This design comes from an exercise in tuning for a short achievable clock period and few clock cycles on the open sky130 flow, not from production work. In this exercise RTL edits were held to simulation tests only and were not proved equivalent to the original. No activity file was given, so power comes from the tool's default toggle rates.

===== flow/design.v =====
module mips_multicycle_core (
  input  logic        clk,
  input  logic        rst,
  output logic        mem_req,
  output logic        mem_we,
  output logic [31:0] mem_addr,
  output logic [31:0] mem_wdata,
  input  logic [31:0] mem_rdata,
  input  logic        mem_ready,
  output logic        halted
);
  localparam logic [5:0] OP_RTYPE = 6'h00;
  localparam logic [5:0] OP_J     = 6'h02;
  localparam logic [5:0] OP_BEQ   = 6'h04;
  localparam logic [5:0] OP_ADDI  = 6'h08;
  localparam logic [5:0] OP_LW    = 6'h23;
  localparam logic [5:0] OP_SW    = 6'h2B;
  localparam logic [5:0] FN_ADD = 6'h20;
  localparam logic [5:0] FN_SUB = 6'h22;
  localparam logic [5:0] FN_AND = 6'h24;
  localparam logic [5:0] FN_OR  = 6'h25;
  localparam logic [5:0] FN_SLT = 6'h2A;
  function automatic logic [29:0] add_off(input logic [29:0] base, input logic [15:0] off,
                                          input logic ci);
    logic [16:0] lo;
    logic [13:0] hi;
    lo = {1'b0, base[15:0]} + {1'b0, off} + {16'b0, ci};
    if (off[15] == lo[16]) hi = base[29:16];
    else if (lo[16])       hi = base[29:16] + 14'd1;
    else                   hi = base[29:16] - 14'd1;
    add_off = {hi, lo[15:0]};
  endfunction
  function automatic logic [31:0] ks_add(input logic [31:0] a, input logic [31:0] b, input logic ci);
    logic [31:0] g, p, gn, pn, x;
    x = a ^ b;
    g = a & b;
    p = x;
    g[0] = g[0] | (p[0] & ci);
    for (int l = 0; l < 5; l++) begin
      for (int i = 0; i < 32; i++) begin
        if (i >= (1 << l)) begin
          gn[i] = g[i] | (p[i] & g[i - (1 << l)]);
          pn[i] = p[i] & p[i - (1 << l)];
        end else begin
          gn[i] = g[i];
          pn[i] = p[i];
        end
      end
      g = gn;
      p = pn;
    end
    ks_add = x ^ {g[30:0], ci};
  endfunction
  logic        r_req;         
  logic        r_halted;
  logic        r_dcyc;        
  logic [31:2] r_addr;        
  logic        r_we;          
  logic [31:0] r_wdata;       
  logic [31:2] r_pcf;         
  logic [31:1] r_ld_oh;       
  logic [4:0]  r_ld_idx;
  logic        r_x_arith;     
  logic        r_x_and;
  logic        r_x_or;
  logic        r_x_slt;
  logic        r_x_cin;       
  logic        r_x_wr;        
  logic        r_x_r;         
  logic        r_x_mem;       
  logic        r_x_sw;
  logic        r_x_beq;       
  logic        r_x_hpend;     
  logic [4:0]  r_x_widx;      
  logic [4:0]  r_x_rs;
  logic [4:0]  r_x_rt;
  logic [31:0] r_x_a;
  logic [31:0] r_x_b;
  logic [31:0] r_x_opb;       
  logic [31:2] r_x_bt;        
  logic        r_w_wr;
  logic [4:0]  r_w_idx;
  logic [31:1] r_w_oh;
  logic [31:0] r_w_val;
  logic [31:0] r_regs [1:31];
  logic [31:0] w_sum, w_res;
  logic        w_lt, w_taken, w_misal;
  assign w_sum   = ks_add(r_x_a, r_x_opb, r_x_cin);
  assign w_lt    = (r_x_a[31] ^ r_x_b[31]) ? r_x_a[31] : w_sum[31];
  assign w_res   = ({32{r_x_arith}} & w_sum) |
                   ({32{r_x_and}}   & (r_x_a & r_x_b)) |
                   ({32{r_x_or}}    & (r_x_a | r_x_b)) |
                   {31'b0, r_x_slt & w_lt};
  assign w_taken = r_x_beq && (r_x_a == r_x_b);
  assign w_misal = r_x_mem && (w_sum[1:0] != 2'b00);
  logic [31:0] w_ir;
  logic [5:0]  w_op, w_fn;
  logic [4:0]  w_rs, w_rt, w_rd;
  logic [31:0] w_sext;
  assign w_ir   = mem_rdata;
  assign w_op   = w_ir[31:26];
  assign w_fn   = w_ir[5:0];
  assign w_rs   = w_ir[25:21];
  assign w_rt   = w_ir[20:16];
  assign w_rd   = w_ir[15:11];
  assign w_sext = {{16{w_ir[15]}}, w_ir[15:0]};
  logic d_r, d_j, d_beq, d_addi, d_lw, d_sw, d_legal;
  logic d_fadd, d_fsub, d_fand, d_for, d_fslt;
  assign d_r    = (w_op == OP_RTYPE);
  assign d_j    = (w_op == OP_J);
  assign d_beq  = (w_op == OP_BEQ);
  assign d_addi = (w_op == OP_ADDI);
  assign d_lw   = (w_op == OP_LW);
  assign d_sw   = (w_op == OP_SW);
  assign d_fadd = d_r && (w_fn == FN_ADD);
  assign d_fsub = d_r && (w_fn == FN_SUB);
  assign d_fand = d_r && (w_fn == FN_AND);
  assign d_for  = d_r && (w_fn == FN_OR);
  assign d_fslt = d_r && (w_fn == FN_SLT);
  assign d_legal = d_fadd || d_fsub || d_fand || d_for || d_fslt ||
                   d_j || d_beq || d_addi || d_lw || d_sw;
  logic       d_ubr;    
  logic [4:0] d_widx;
  logic       d_wr;
  logic       d_inv;    
  assign d_ubr  = d_beq && (w_rs == w_rt);
  assign d_widx = d_r ? w_rd : w_rt;
  assign d_wr   = (d_fadd || d_fsub || d_fand || d_for || d_fslt || d_addi) && (d_widx != 5'd0);
  assign d_inv  = d_fsub || d_fslt;
  logic        m_xa, m_xb, m_wa, m_wb;
  logic [31:0] w_ra, w_rb, w_wa, w_wb, w_da, w_db;
  assign m_xa = r_x_wr && (r_x_widx == w_rs);
  assign m_xb = r_x_wr && (r_x_widx == w_rt);
  assign m_wa = r_w_wr && (r_w_idx == w_rs);
  assign m_wb = r_w_wr && (r_w_idx == w_rt);
  always_comb begin
    w_ra = '0;
    w_rb = '0;
    for (int i = 1; i < 32; i++) begin
      w_ra = w_ra | ({32{w_rs == 5'(i)}} & r_regs[i]);
      w_rb = w_rb | ({32{w_rt == 5'(i)}} & r_regs[i]);
    end
  end
  assign w_wa = m_wa ? r_w_val : w_ra;
  assign w_wb = m_wb ? r_w_val : w_rb;
  assign w_da = m_xa ? w_res : w_wa;
  assign w_db = m_xb ? w_res : w_wb;
  logic [31:2] w_seq, w_bt, w_jt, w_nf;
  assign w_seq = r_pcf + 30'd1;
  assign w_bt  = add_off(r_pcf, w_ir[15:0], 1'b1);
  assign w_jt  = {w_seq[31:28], w_ir[25:0]};
  assign w_nf  = w_taken ? r_x_bt : d_j ? w_jt : d_ubr ? w_bt : w_seq;
  logic w_go;       
  logic w_kill;     
  logic w_dnext;    
  assign w_go    = r_req && mem_ready;
  assign w_kill  = w_taken;
  assign w_dnext = r_x_mem && !w_misal;
  always_ff @(posedge clk or posedge rst) begin
    if (rst) begin
      for (int i = 1; i < 32; i++) r_regs[i] <= '0;
    end else if (w_go) begin
      for (int i = 1; i < 32; i++) begin
        if (r_w_oh[i])       r_regs[i] <= r_w_val;
        else if (r_ld_oh[i]) r_regs[i] <= mem_rdata;
      end
    end
  end
  always_ff @(posedge clk or posedge rst) begin
    if (rst) begin
      r_req     <= 1'b0;
      r_halted  <= 1'b0;
      r_dcyc    <= 1'b0;
      r_addr    <= '0;
      r_we      <= 1'b0;
      r_wdata   <= '0;
      r_pcf     <= '0;
      r_ld_oh   <= '0;
      r_ld_idx  <= '0;
      r_x_arith <= 1'b0;
      r_x_and   <= 1'b0;
      r_x_or    <= 1'b0;
      r_x_slt   <= 1'b0;
      r_x_cin   <= 1'b0;
      r_x_wr    <= 1'b0;
      r_x_r     <= 1'b0;
      r_x_mem   <= 1'b0;
      r_x_sw    <= 1'b0;
      r_x_beq   <= 1'b0;
      r_x_hpend <= 1'b0;
      r_x_widx  <= '0;
      r_x_rs    <= '0;
      r_x_rt    <= '0;
      r_x_a     <= '0;
      r_x_b     <= '0;
      r_x_opb   <= '0;
      r_x_bt    <= '0;
      r_w_wr    <= 1'b0;
      r_w_idx   <= '0;
      r_w_oh    <= '0;
      r_w_val   <= '0;
    end else if (!r_req) begin
      if (!r_halted) r_req <= 1'b1;
    end else if (w_go) begin
      if (r_dcyc) begin
        r_w_wr  <= 1'b0;
        r_w_oh  <= '0;
        r_ld_oh <= '0;
        r_dcyc  <= 1'b0;
        r_we    <= 1'b0;
        r_addr  <= r_pcf;
        if (r_ld_idx != 5'd0) begin
          if (r_x_rs == r_ld_idx) r_x_a <= mem_rdata;
          if (r_x_rt == r_ld_idx) begin
            r_x_b <= mem_rdata;
            if (r_x_r) r_x_opb <= r_x_cin ? ~mem_rdata : mem_rdata;
          end
        end
        if (r_x_hpend) begin
          r_halted <= 1'b1;
          r_req    <= 1'b0;
        end
      end else begin
        r_w_wr  <= r_x_wr;
        r_w_idx <= r_x_widx;
        for (int i = 1; i < 32; i++) r_w_oh[i] <= r_x_wr && (r_x_widx == 5'(i));
        r_w_val <= w_res;
        if (w_misal || r_x_hpend || (!w_kill && !d_legal && !w_dnext)) begin
          r_halted <= 1'b1;
          r_req    <= 1'b0;
        end
        r_dcyc   <= w_dnext;
        r_we     <= w_dnext && r_x_sw;
        r_wdata  <= r_x_b;
        r_ld_idx <= r_x_sw ? 5'd0 : r_x_widx;
        for (int i = 1; i < 32; i++) r_ld_oh[i] <= w_dnext && !r_x_sw && (r_x_widx == 5'(i));
        r_addr   <= w_dnext ? w_sum[31:2] : w_nf;
        r_pcf    <= w_nf;
        r_x_arith <= !w_kill && (d_fadd || d_fsub || d_addi || d_lw || d_sw);
        r_x_and   <= !w_kill && d_fand;
        r_x_or    <= !w_kill && d_for;
        r_x_slt   <= !w_kill && d_fslt;
        r_x_cin   <= d_inv;
        r_x_wr    <= !w_kill && d_wr;
        r_x_r     <= !w_kill && d_r;
        r_x_mem   <= !w_kill && (d_lw || d_sw);
        r_x_sw    <= !w_kill && d_sw;
        r_x_beq   <= !w_kill && d_beq && !d_ubr;
        r_x_hpend <= !w_kill && !d_legal;
        r_x_widx  <= d_widx;
        r_x_rs    <= w_rs;
        r_x_rt    <= w_rt;
        r_x_a     <= w_da;
        r_x_b     <= w_db;
        r_x_opb   <= !d_r ? w_sext : d_inv ? ~w_db : w_db;
        r_x_bt    <= w_bt;
      end
    end
  end
  assign mem_req   = r_req;
  assign mem_we    = r_we;
  assign mem_addr  = {r_addr, 2'b00};
  assign mem_wdata = r_wdata;
  assign halted    = r_halted;
endmodule

===== flow/flow/run.sh =====
#!/bin/bash
# Standard ORFS layout (the standard.sh), one make step at a time, with two
# changes on the make command line:
#   MATCH_CELL_FOOTPRINT=0  sizing may change a cell's footprint, so repair_timing
#                           can upsize gates and flip-flops (drive strength only);
#   ADDER_MAP_FILE=         adders stay plain logic for abc instead of being
#                           extracted into ripple chains of fa/ha cells.
# Registers, their names and cell types are those of the standard synthesis.
# Each step's full output goes to its own log in this folder.
set -euo pipefail
for step in synth floorplan place cts route finish; do
  bash standard.sh MATCH_CELL_FOOTPRINT=0 ADDER_MAP_FILE= "$step" > "flow_${step}.log" 2>&1
done
test -f out/final.def

===== flow/standard.sh =====
#!/bin/bash
# synth_recipe.tcl (not shown) runs the flow's synth.tcl, then flattens the netlist and writes it again
# the make line also repeats each setting of config.mk as NAME=value (left out here)
make -C /OpenROAD-flow-scripts/flow DESIGN_CONFIG=/design/flow/config.mk WORK_HOME=/design/flow/orfs CLKGATE_MAP_FILE= SYNTH_SCRIPT=/design/flow/synth_recipe.tcl "${@:-finish}"

===== flow/config.mk =====
export PLATFORM = sky130hd
export DESIGN_NAME = mips_multicycle_core
export DESIGN_NICKNAME = mips_multicycle_core
export VERILOG_FILES = /design/flow/design.v
export SDC_FILE = /design/flow/constraint.sdc
export NUM_CORES = 4
export LEC_CHECK = 0
export ABC_CLOCK_PERIOD_IN_PS = 2000
export CAP_MARGIN = 20
export CORE_MARGIN = 2
export CORE_UTILIZATION = 40
export SETUP_SLACK_MARGIN = 2.6
export SLEW_MARGIN = 20
export TNS_END_PERCENT = 5

===== flow/constraint.sdc =====
create_clock -name core_clock -period 5.0 [get_ports {clk}]
set_input_delay 1.0000 -clock core_clock [delete_from_list [all_inputs] [get_ports {clk}]]
set_output_delay 1.0000 -clock core_clock [all_outputs]
set_load 0.01 [all_outputs]

==> results of run 1 <==
critical path, delay by kind of cell, from the launching register on:
| kind | cells | cell delay (ps) |
|---|---|---|
| AOI/OAI and AO/OA | 7 | 1440 |
| xor gates and xnor gates | 2 | 300 |
| adders and majority gates | 2 | 740 |
| buffers and inverters | 2 | 400 |
| DFF | 1 | 410 |
| and+or+nand+nor | 2 | 120 |
power breakdown:
| group | switching [mW] | total, mW | internal [mW] | leakage (nW) |
|---|---|---|---|---|
| Sequential | 1.38 | 13.1 | 11.7 | 18.4 |
| Clock | 5.26 | 12.3 | 7.05 | 2.64 |
| Combinational | 5.35 | 8.66 | 3.31 | 16.5 |
| Total | 12.0 | 34.1 | 22.1 | 37.6 |
area by class of cell:
| class | count | area (sq um) | share of cell area |
|---|---|---|---|
| diodes | 15 | 37.54 | 0.0003963 |
| clock buffers | 235 | 4627 | 0.04885 |
| clock inverters | 57 | 706.9 | 0.007464 |
| inverters | 21 | 95.09 | 0.001004 |
| multi-input cells | 6460 | 43680 | 0.4612 |
| flip-flops and latches | 1345 | 33820 | 0.3571 |
| well taps | 2624 | 3283 | 0.03467 |
| repair buffers | 851 | 8458 | 0.08931 |
Yosys cell counts (7+ instances only):
cell	count	share of area
maj3_1	19	0.0024
mux2i_1	1031	0.13
nor2b_1	22	0.0018
and3_1	21	0.0017
nor3_1	87	0.0055
dfrtp_1	1345	0.43
a21o_1	14	0.0013
mux2_2	8	0.0011
o21ai_1	47	0.0030
a22o_1	306	0.034
buf_1	85	0.0041
a221oi_1	282	0.031
nand3b_1	13	0.0012
nand2b_1	25	0.0020
o211ai_1	29	0.0028
a222oi_1	75	0.0096
and2_1	10	0.00080
xor2_1	102	0.011
o221ai_1	28	0.0031
o31ai_1	28	0.0027
o21ai_0	1291	0.082
or4_1	10	0.00096
a31oi_1	33	0.0026
a22oi_1	383	0.037
or3_1	16	0.0013
buf_2	29	0.0018
o22ai_1	38	0.0030
inv_1	20	0.00096
a221o_1	9	0.0011
nor4_1	18	0.0014
xnor2_1	140	0.016
clkbuf_1	885	0.042
a21oi_1	157	0.010
or2_2	14	0.0011
a211oi_1	7	0.00067
nand4_1	131	0.010
nand3_1	147	0.0094
nor2_1	281	0.013
o21a_1	7	0.00067
nand2_1	1543	0.074
nor3b_1	9	0.00086
registers in the layout (all words and copies together), names as in the netlist, 5 cells and up:
register,count
r_w_val,32
r_x_widx,5
r_regs,992
r_x_bt,30
r_x_rt,5
r_w_oh,31
r_addr,30
r_x_b,32
r_x_opb,32
r_pcf,30
r_wdata,32
r_ld_oh,31
r_x_a,32
r_x_rs,5
r_ld_idx,5
r_w_idx,5
kinds of logic (layout without fill, tap and decap cells):
group,Yosys count,count (layout),synth area share
AO/OA/AOI/OAI,2782,2782,0.2308
other,1,17,0.00004771
buffers and inverters,1029,1164,0.05015
AND/OR/NAND/NOR,2364,2368,0.1276
XOR/XNOR,244,244,0.02738
flip-flops,1345,1345,0.4282
adder cells (fa/ha/maj),25,25,0.003279
multiplexers,1039,1039,0.1325
worst paths after layout:
path / from / endpoint / slack [ps]
setup reg to reg: r_x_opb[0]$_DFFE_PP0P_ / r_x_opb[15]$_DFFE_PP0P_ / 1450
hold / removal: r_wdata[3]$_DFFE_PP0P_ / r_wdata[3]$_DFFE_PP0P_ / 480
max in group asynchronous: rst / r_pcf[10]$_DFFE_PP0P_ / 2850
min in group asynchronous: rst / r_regs[13][5]$_DFFE_PP0P_ / 740
hold reg to reg: r_wdata[3]$_DFFE_PP0P_ / r_wdata[3]$_DFFE_PP0P_ / 480
setup / recovery: r_x_opb[0]$_DFFE_PP0P_ / r_x_opb[15]$_DFFE_PP0P_ / 1450
layout by cell type, fill, tap and decap left out, types with 34 or more instances in the layout:
master              n
nor2_1            204
o21ai_4            34
a21oi_1           134
clkbuf_1           42
a22oi_1           379
clkdlybuf4s50_1    70
nand2_1          1524
buf_4             570
nand3_1           132
dfrtp_1          1280
mux2i_1          1029
a221oi_1          273
nor3_1             74
a22o_1            306
o21ai_0          1236
xnor2_1           113
clkbuf_16         167
a222oi_1           75
o21ai_1            45
xor2_1             84
buf_6              52
nand4_1           131
buf_12            124
nor2_4             69
repair_timing:
action / 4_1_cts / 5_1_grt
cloned: 4 / 6
gates resized for setup: 281 / 231
setup buffers: 135 / 154
hold endpoints to repair: 0 / 0
pin swaps: 125 / 138
setup endpoints to repair: 1081 / 1091
per-layer routing:
metal / part of all wire / GRT usage / vias up
met3: 0.17 / 0.2169 / 2567
met4: 0.092 / 0.3086 / 27
met5: 0.0016 / 0.02320 / -
li1: - / - / 32110
met1: 0.37 / 0.5678 / 40620
met2: 0.37 / 0.5704 / 8008
==> impl_results.md, run 1 <==
* Synth Warn # at 2
* Tmin final at 3552 ps
* Drt first pass iters at 17
* Area grow syn2layout at 20.50%
* Most used DFF post-synth: dfrtp_1
* WL per Instance at 39.70 microns
* Setup Viol. Count Final at 0
* Relative slew slack at 0.1209
* Required time of the critical path at about 5700 ps
* Hold depth at 2
* Placer Congestion at roughly 1
* Max Buffers Root-to-Sink at 3
* Core Area at 195000 sq um
* Slew @ Worst Pin at 1319 ps
* Fill count at around 18000
* Hold Vio Cnt, Final at 0
* Syn_area_per_cell at 8.902 sq um
* Fin worst setup slack at 1448 ps
* Max Cap Violations at 0
* Global-route wire length before repair at between 600 and 700 mm
* Remaining Overflow, GRT at 0
* DP HPWL at 277.2 mm
* Final TNS setup at 0 ps
* CTS buffer count at 158
* Count of clock tree sinks at 1345
* Synth Instances at 8829
* Total design power at 34.09 mW
* Synthesis-stage register bit count at approximately 1300
* Cell area after layout at 94710 sq um
* Crit Path Class: flop to flop
* Pin count of the biggest net entering global routing at 160
* Non-filler instance count after layout at 11610
* Fmax at 281.6 MHz
* CTS tree: built
* ANT nets after route at 0
* Via Count at 83330
* Number of library cell types mapped by synthesis at 84
* Port bufs at 99
* Post-synthesis sequential area ratio at 0.4282
* Max H-tree Level at 4
* Worst hold path class: flop to flop
* Final hold slack at 476.6 ps
* Post-Synthesis Cell Area at 78600 sq um
* CP max stage delay at 410 ps
* CP cell instances: maj3_2 > maj3_2 > o211ai_1 > o211ai_4 > buf_6 > nand2_4 > nand2b_4 > a221oi_4 > xor2_2 > a222oi_1 > buf_4 > o21ai_4 > xnor2_1 > a21oi_1 > o21ai_1
* Post-synth EDFFs at 0
* Cells after DPL at 11000
* PD cells at 359.9 nW/um^2
* DRC violations left at 0
* DIE WIDTH at about 450 microns
* WP data arrival at between 4000 and 5000 ps
* Clock slew at reported path FFs at 60 ps
* Chip Height at roughly 450 microns
* Slowest CP cell: dfrtp_1
* Most frequent CP cell: maj3_2
* Clock Skew at 39.06 ps
* GRT Overall Usage at 0.4428
* Number of DRC markers in iteration 0 at 17780
* DR vias/cell at 7.179
* Placed Area at 84370 sq um
* Post-synth ARST share at 1.000
* Vias in the first global route at 76580
* Die ar. at 200100 sq um
* Slew Limit Fails at 0
* Initial antenna violation count at 25
* Hold buffer count at cts at 0
* Period utilization at 0.7103
* Worst ir drop on vdd at 0.3878 mV
* Status: complete, no violations
* Num ports at 102
* Final nets at ~8900
* Std cell rows at ~160
* CTS root buffer: clkbuf_16
* Initial Util at 0.4031
* Post-Route WL at approximately 460 mm
* Post-Place Worst Slack at 224.6 ps
* RSZ-0062 raised after global routing: yes
* Layout cells sized above 1 at 0.1671
* CP Launch Type: flop
* Pleak at ~38 nW
* Latest clock arrival within the worst-skew pair at 860 ps
* CP Max Fanout at 5
* R2R cell count at 15
* Crit path capture type: flop
* Fin util at 0.4857
Testbench counts, summed over its fixed seeds: cycles 155,770.
==> run 2: changes to the inputs <==
--- a/flow/design.v
+++ b/flow/design.v
@@ -31,8 +31,7 @@
     add_off = {hi, lo[15:0]};
   endfunction
-  function automatic logic [31:0] ks_add(input logic [31:0] a, input logic [31:0] b, input logic ci);
-    logic [31:0] g, p, gn, pn, x;
-    x = a ^ b;
-    g = a & b;
+  function automatic logic [31:0] ks_add(input logic [31:0] x, input logic [31:0] g0, input logic ci);
+    logic [31:0] g, p, gn, pn;
+    g = g0;
     p = x;
     g[0] = g[0] | (p[0] & ci);
@@ -71,4 +70,6 @@
   logic        r_x_sw;
   logic        r_x_beq;       
+  logic        r_x_bwa;       
+  logic        r_x_bwb;       
   logic        r_x_hpend;     
   logic [4:0]  r_x_widx;      
@@ -78,4 +79,6 @@
   logic [31:0] r_x_b;
   logic [31:0] r_x_opb;       
+  logic [31:0] r_x_p;         
+  logic [31:0] r_x_g;         
   logic [31:2] r_x_bt;        
   logic        r_w_wr;
@@ -86,11 +89,12 @@
   logic [31:0] w_sum, w_res;
   logic        w_lt, w_taken, w_misal;
-  assign w_sum   = ks_add(r_x_a, r_x_opb, r_x_cin);
+  assign w_sum   = ks_add(r_x_p, r_x_g, r_x_cin);
   assign w_lt    = (r_x_a[31] ^ r_x_b[31]) ? r_x_a[31] : w_sum[31];
   assign w_res   = ({32{r_x_arith}} & w_sum) |
-                   ({32{r_x_and}}   & (r_x_a & r_x_b)) |
-                   ({32{r_x_or}}    & (r_x_a | r_x_b)) |
+                   ({32{r_x_and}}   & r_x_g) |
+                   ({32{r_x_or}}    & (r_x_p | r_x_g)) |
                    {31'b0, r_x_slt & w_lt};
-  assign w_taken = r_x_beq && (r_x_a == r_x_b);
+  assign w_taken = r_x_beq && (r_x_bwa ? (r_w_val == r_x_b) :
+                               r_x_bwb ? (r_x_a == r_w_val) : (r_x_p == 32'd0));
   assign w_misal = r_x_mem && (w_sum[1:0] != 2'b00);
   logic [31:0] w_ir;
@@ -144,16 +148,30 @@
   assign w_wa = m_wa ? r_w_val : w_ra;
   assign w_wb = m_wb ? r_w_val : w_rb;
-  assign w_da = m_xa ? w_res : w_wa;
-  assign w_db = m_xb ? w_res : w_wb;
+  assign w_da = w_wa;
+  assign w_db = w_wb;
+  logic [31:0] w_dopb;
+  assign w_dopb = (!d_r && !d_beq) ? w_sext : d_inv ? ~w_db : w_db;
+  logic d_cbr, d_use_rs, d_use_rt, d_stall;
+  assign d_cbr    = d_beq && !d_ubr;
+  assign d_use_rs = d_r || d_addi || d_lw || d_sw;
+  assign d_use_rt = d_r || d_sw;
+  assign d_stall  = (m_xa && d_use_rs) || (m_xb && d_use_rt) || (d_cbr && m_xa && m_xb);
   logic [31:2] w_seq, w_bt, w_jt, w_nf;
   assign w_seq = r_pcf + 30'd1;
   assign w_bt  = add_off(r_pcf, w_ir[15:0], 1'b1);
   assign w_jt  = {w_seq[31:28], w_ir[25:0]};
-  assign w_nf  = w_taken ? r_x_bt : d_j ? w_jt : d_ubr ? w_bt : w_seq;
+  assign w_nf  = d_j ? w_jt : d_ubr ? w_bt : w_seq;
+  logic        m_la, m_lb;
+  logic [31:0] w_pa, w_pb, w_popb;
+  assign m_la   = (r_ld_idx != 5'd0) && (r_x_rs == r_ld_idx);
+  assign m_lb   = (r_ld_idx != 5'd0) && (r_x_rt == r_ld_idx);
+  assign w_pa   = m_la ? mem_rdata : r_x_a;
+  assign w_pb   = m_lb ? mem_rdata : r_x_b;
+  assign w_popb = (m_lb && (r_x_r || r_x_beq)) ? (r_x_cin ? ~mem_rdata : mem_rdata) : r_x_opb;
   logic w_go;       
   logic w_kill;     
   logic w_dnext;    
   assign w_go    = r_req && mem_ready;
-  assign w_kill  = w_taken;
+  assign w_kill  = w_taken || d_stall;
   assign w_dnext = r_x_mem && !w_misal;
   always_ff @(posedge clk or posedge rst) begin
@@ -188,4 +206,6 @@
       r_x_sw    <= 1'b0;
       r_x_beq   <= 1'b0;
+      r_x_bwa   <= 1'b0;
+      r_x_bwb   <= 1'b0;
       r_x_hpend <= 1'b0;
       r_x_widx  <= '0;
@@ -195,4 +215,6 @@
       r_x_b     <= '0;
       r_x_opb   <= '0;
+      r_x_p     <= '0;
+      r_x_g     <= '0;
       r_x_bt    <= '0;
       r_w_wr    <= 1'b0;
@@ -210,11 +232,9 @@
         r_we    <= 1'b0;
         r_addr  <= r_pcf;
-        if (r_ld_idx != 5'd0) begin
-          if (r_x_rs == r_ld_idx) r_x_a <= mem_rdata;
-          if (r_x_rt == r_ld_idx) begin
-            r_x_b <= mem_rdata;
-            if (r_x_r) r_x_opb <= r_x_cin ? ~mem_rdata : mem_rdata;
-          end
-        end
+        r_x_a   <= w_pa;
+        r_x_b   <= w_pb;
+        r_x_opb <= w_popb;
+        r_x_p   <= w_pa ^ w_popb;
+        r_x_g   <= w_pa & w_popb;
         if (r_x_hpend) begin
           r_halted <= 1'b1;
@@ -235,6 +255,6 @@
         r_ld_idx <= r_x_sw ? 5'd0 : r_x_widx;
         for (int i = 1; i < 32; i++) r_ld_oh[i] <= w_dnext && !r_x_sw && (r_x_widx == 5'(i));
-        r_addr   <= w_dnext ? w_sum[31:2] : w_nf;
-        r_pcf    <= w_nf;
+        r_addr   <= w_taken ? r_x_bt : w_dnext ? w_sum[31:2] : d_stall ? r_pcf : w_nf;
+        r_pcf    <= w_taken ? r_x_bt : d_stall ? r_pcf : w_nf;
         r_x_arith <= !w_kill && (d_fadd || d_fsub || d_addi || d_lw || d_sw);
         r_x_and   <= !w_kill && d_fand;
@@ -246,5 +266,7 @@
         r_x_mem   <= !w_kill && (d_lw || d_sw);
         r_x_sw    <= !w_kill && d_sw;
-        r_x_beq   <= !w_kill && d_beq && !d_ubr;
+        r_x_beq   <= !w_kill && d_cbr;
+        r_x_bwa   <= m_xa;
+        r_x_bwb   <= m_xb;
         r_x_hpend <= !w_kill && !d_legal;
         r_x_widx  <= d_widx;
@@ -253,5 +275,7 @@
         r_x_a     <= w_da;
         r_x_b     <= w_db;
-        r_x_opb   <= !d_r ? w_sext : d_inv ? ~w_db : w_db;
+        r_x_opb   <= w_dopb;
+        r_x_p     <= w_da ^ w_dopb;
+        r_x_g     <= w_da & w_dopb;
         r_x_bt    <= w_bt;
       end
==> flow/flow/run.sh (replaced) <==
#!/bin/bash
# Standard ORFS layout (the standard.sh), one make step at a time, with
# three changes on the make command line:
#   MATCH_CELL_FOOTPRINT=0  sizing may change a cell's footprint, so repair_timing
#                           can upsize gates and flip-flops (drive strength only);
#   ADDER_MAP_FILE=         adders stay plain logic for abc instead of being
#                           extracted into chains of fa/ha cells;
#   BUFFER_PORTS_ARGS       every input and output port still gets its buffer,
#                           but a buf_6 rather than the default delay cell.
# Registers, their names and cell types are those of the standard synthesis.
# Each step's full output goes to its own log in this folder.
set -euo pipefail
args=(MATCH_CELL_FOOTPRINT=0 ADDER_MAP_FILE= "BUFFER_PORTS_ARGS=-buffer_cell sky130_fd_sc_hd__buf_6")
for step in synth floorplan place cts route finish; do
  bash standard.sh "${args[@]}" "$step" > "flow_${step}.log" 2>&1
done
test -f out/final.def
--- a/flow/config.mk
+++ b/flow/config.mk
@@ -10,5 +10,5 @@
 export CORE_MARGIN = 2
 export CORE_UTILIZATION = 40
-export SETUP_SLACK_MARGIN = 2.6
+export SETUP_SLACK_MARGIN = 2.8
 export SLEW_MARGIN = 20
 export TNS_END_PERCENT = 5
==> impl_results.md, run 2 <==
* Most used DFF post-synth: dfrtp_1
* Remaining Overflow, GRT at 0
* DIE WIDTH at 472.2 microns
* Met3 routed WL at roughly 90 mm
* Final TNS setup at 0 ps
* Post-Route WL at approximately 520 mm
* Synth Warn # at 2
* CP cell instances: buf_16 > and3b_4 > buf_16 > buf_12 > and2_4 > buf_12 > buf_12 > a221o_1 > nor4_4 > a31oi_4 > buf_6 > xnor2_2 > o21ai_2 > buf_4 > mux2i_1 > a22o_1
* Global-route wire length before repair at 703.2 mm
* Total design power at roughly 37 mW
* Met2 WL at 192.8 mm
* Max Buffers Root-to-Sink at 3
* Worst hold path class: primary input to async pin
* ANT nets after route at 0
* Commonest non-fill, non-tap cells in the layout: nand2_1, dfrtp_1, o21ai_0
* Placer Congestion at between 1 and 1.5
* Crit Path Class: primary input to flop
* WL per Instance at roughly 40 microns
* GRT Overall Usage at 0.4454
* CTS root buffer: clkbuf_16
* Count leader, synth: nand2_1
* Tmin final at 3126 ps
* Routed length on met1 at 190.4 mm
* Die ar. at 223000 sq um
* Cell area after layout at 105900 sq um
* CP Max Fanout at 7
* Syn_area_per_cell at 8.530 sq um
* Worst ir drop on vdd at between 0.3 and 0.4 mV
* Synthesis-stage register bit count at 1411
* CTS buffer count at between 150 and 200
* Fin worst setup slack at 1874 ps
* Final nets at 10200
* Slew Limit Fails at 0
* Drt first pass iters at 13
* Clock slew at reported path FFs at 60 ps
* Top cells by area, synth: dfrtp_1, mux2i_1, o21ai_0
* CP max stage delay at approximately 360 ps
* CTS tree: built
* Clock Skew at 41.05 ps
* Status: complete, no violations
* Share of the synthesized area in the top cell type at 0.4026
* Setup Viol. Count Final at 0
* Slowest CP cell: a221o_1
* Yosys top cell by area: dfrtp_1
* WP data arrival at approximately 3900 ps
* DP HPWL at between 200 and 300 mm
* Fmax at roughly 320 MHz
* Hold buffer count at cts at 0
* Fin util at 0.4866
* Period utilization at 0.6253
* Post-Synthesis Cell Area at 87700 sq um
* Port bufs at 99
* Commonest cells in the netlist: nand2_1, dfrtp_1, o21ai_0
* Chip Height at 472.2 microns
* Count of clock tree sinks at approximately 1400
* Post-synth EDFFs at 0
* Initial antenna violation count at 45
* Number of DRC markers in iteration 0 at 18780
* Relative slew slack at 0.1486
* Max H-tree Level at 4
* Layout cells sized above 1 at 0.1640
* Via Count at 94770
* Max reg flops at just under 1000
* Slew @ Worst Pin at 1272 ps
* Initial Util at 0.4030
* Vias in the first global route at 86580
* Number of library cell types mapped by synthesis at ~110
* Max Cap Violations at 0
* Top Metal Used: met5
* Post-Place Worst Slack at 59.62 ps
* Reg with most FFs: r_regs
* Synth Instances at 10280
* Core Area at 217600 sq um
* Hold Vio Cnt, Final at 0
* Latest clock arrival within the worst-skew pair at 890 ps
* Post-synthesis sequential area ratio at 0.4026
* Pleak at 42.71 nW
* Pin count of the biggest net entering global routing at 167
* Area grow syn2layout at 20.72%
* DRC violations left at 0
* DR vias/cell at around 7
* Required time of the critical path at 5750 ps
* PD cells at 344.8 nW/um^2
* Std cell rows at roughly 170
* Placed Area at between 90000 and 100000 sq um
* Post-synth ARST share at 1.000
* Commonest non-fill, non-tap cell in the layout: nand2_1
* RSZ-0062 raised after global routing: yes
* Most frequent CP cell: buf_12
* Crit path capture type: flop
* CP Launch Type: primary input
* Num ports at roughly 100
## run 2: critical path, delay by kind of cell
kind	cells	cell delay (ps)
buffers and inverters	7	1020
AOI/OAI and AO/OA	4	1020
and+or+nand+nor	3	610
xor gates and xnor gates	1	120
muxes	1	60
## run 2: path summary, 6_finish.rpt
path | startpoint | end | slack, ps | depth (start not counted)
worst max-delay path | mem_rdata[16] | r_x_g[17]$_DFFE_PP0P_ | 1870 | 16
worst min-delay path | rst | r_regs[31][24]$_DFFE_PP0P_ | 370 | 2
worst max register to register | r_w_val[28]$_DFFE_PP0P_ | r_addr[28]$_DFFE_PP0P_ | 1890 | 10
worst min register to register | r_halted$_DFFE_PP0P_ | r_req$_DFF_PP0_ | 490 | 1
max in group asynchronous | rst | r_pcf[15]$_DFFE_PP0P_ | 3070 | 4
min in group core_clock | mem_rdata[22] | r_regs[19][22]$_DFFE_PP0P_ | 480 | 3
## run 2: repair_timing
action                     CTS  global route
buffers inserted           253            75
gates cloned                55            15
pin swaps                  135            99
setup endpoints to repair  803          1000
gates resized for setup    558           231
## run 2: area by class of cell
class / instances / area, sq um
Fill cell: 20170 / 111700
Multi-Input combinational cell: 7660 / 50240
Sequential cell: 1411 / 35490
Timing Repair Buffer: 887 / 10550
Clock buffer: 248 / 4956
Tap cell: 2854 / 3571
Clock inverter: 60 / 794.5
Inverter: 35 / 148.9
Antenna cell: 48 / 120.1
## run 2: power by group
part           leakage, nW  total [mW]  switching (mW)  internal, mW
Clock                 2.82        13.2            5.64          7.55
Sequential            19.2        14.0            1.59          12.4
Combinational         20.7        9.32            6.03          3.28
Total                 42.7        36.5            13.3          23.2
## run 2: per-stage QoR
step | hold WS (ps) | instances
floorplan | 449.8 | 10280
global placement | 465.0 | 12450
detailed placement | 471.0 | 12450
CTS | 345.2 | 13060
global route | 328.1 | 13160
finish | 367.3 | 13200
## run 2: cell families after synthesis
group / share of synthesized area
other: 0.00004276
XOR/XNOR: 0.03754
multiplexers: 0.1313
buffers and inverters: 0.05631
adder cells (fa/ha/maj): 0.0004566
AO/OA/AOI/OAI: 0.1847
AND/OR/NAND/NOR: 0.1871
flip-flops: 0.4026
## run 2: layer usage
layer,up-vias,global-route usage
met5,-,0.003028
met4,27,0.3051
met3,2589,0.2278
met2,9175,0.5722
met1,46100,0.5695
li1,36870,-
Testbench counts of run 2, summed over its fixed seeds: cycles 156,906.

## re-timing with driven ports
How much do the figures lean on ideal ports? The routed layouts below were timed once more, with nothing changed but the port constraints. Step 1 sets driving cells, clkbuf_16 on the clock port and buf_2 on the other inputs (assumed; they add their load-dependent delay and slew). Step 2 adds t to the input delays and takes it off the output delays; t is the mean of the earliest and latest rising clock arrival at the registers after step 1. Input paths then give back, and output paths get back, about the clock's delay inside the block. a / b / c = no drivers / after step 1 / after step 2; a / b = the first two.
run | t (ns) | setup slack, ns | worst setup path at the end | latest minus earliest clock arrival (ns)
run 1 | 0.939 | 1.448 / 1.448 / 0.601 | input to register | 0.046 / 0.045
run 2 | 0.977 | 1.874 / 1.629 / 0.652 | input to register | 0.047 / 0.048
After both steps setup and hold are still met in every run listed. The setup slack of run 2, which loses most, moves by -0.245 ns with the drivers and by -1.222 ns with both steps.
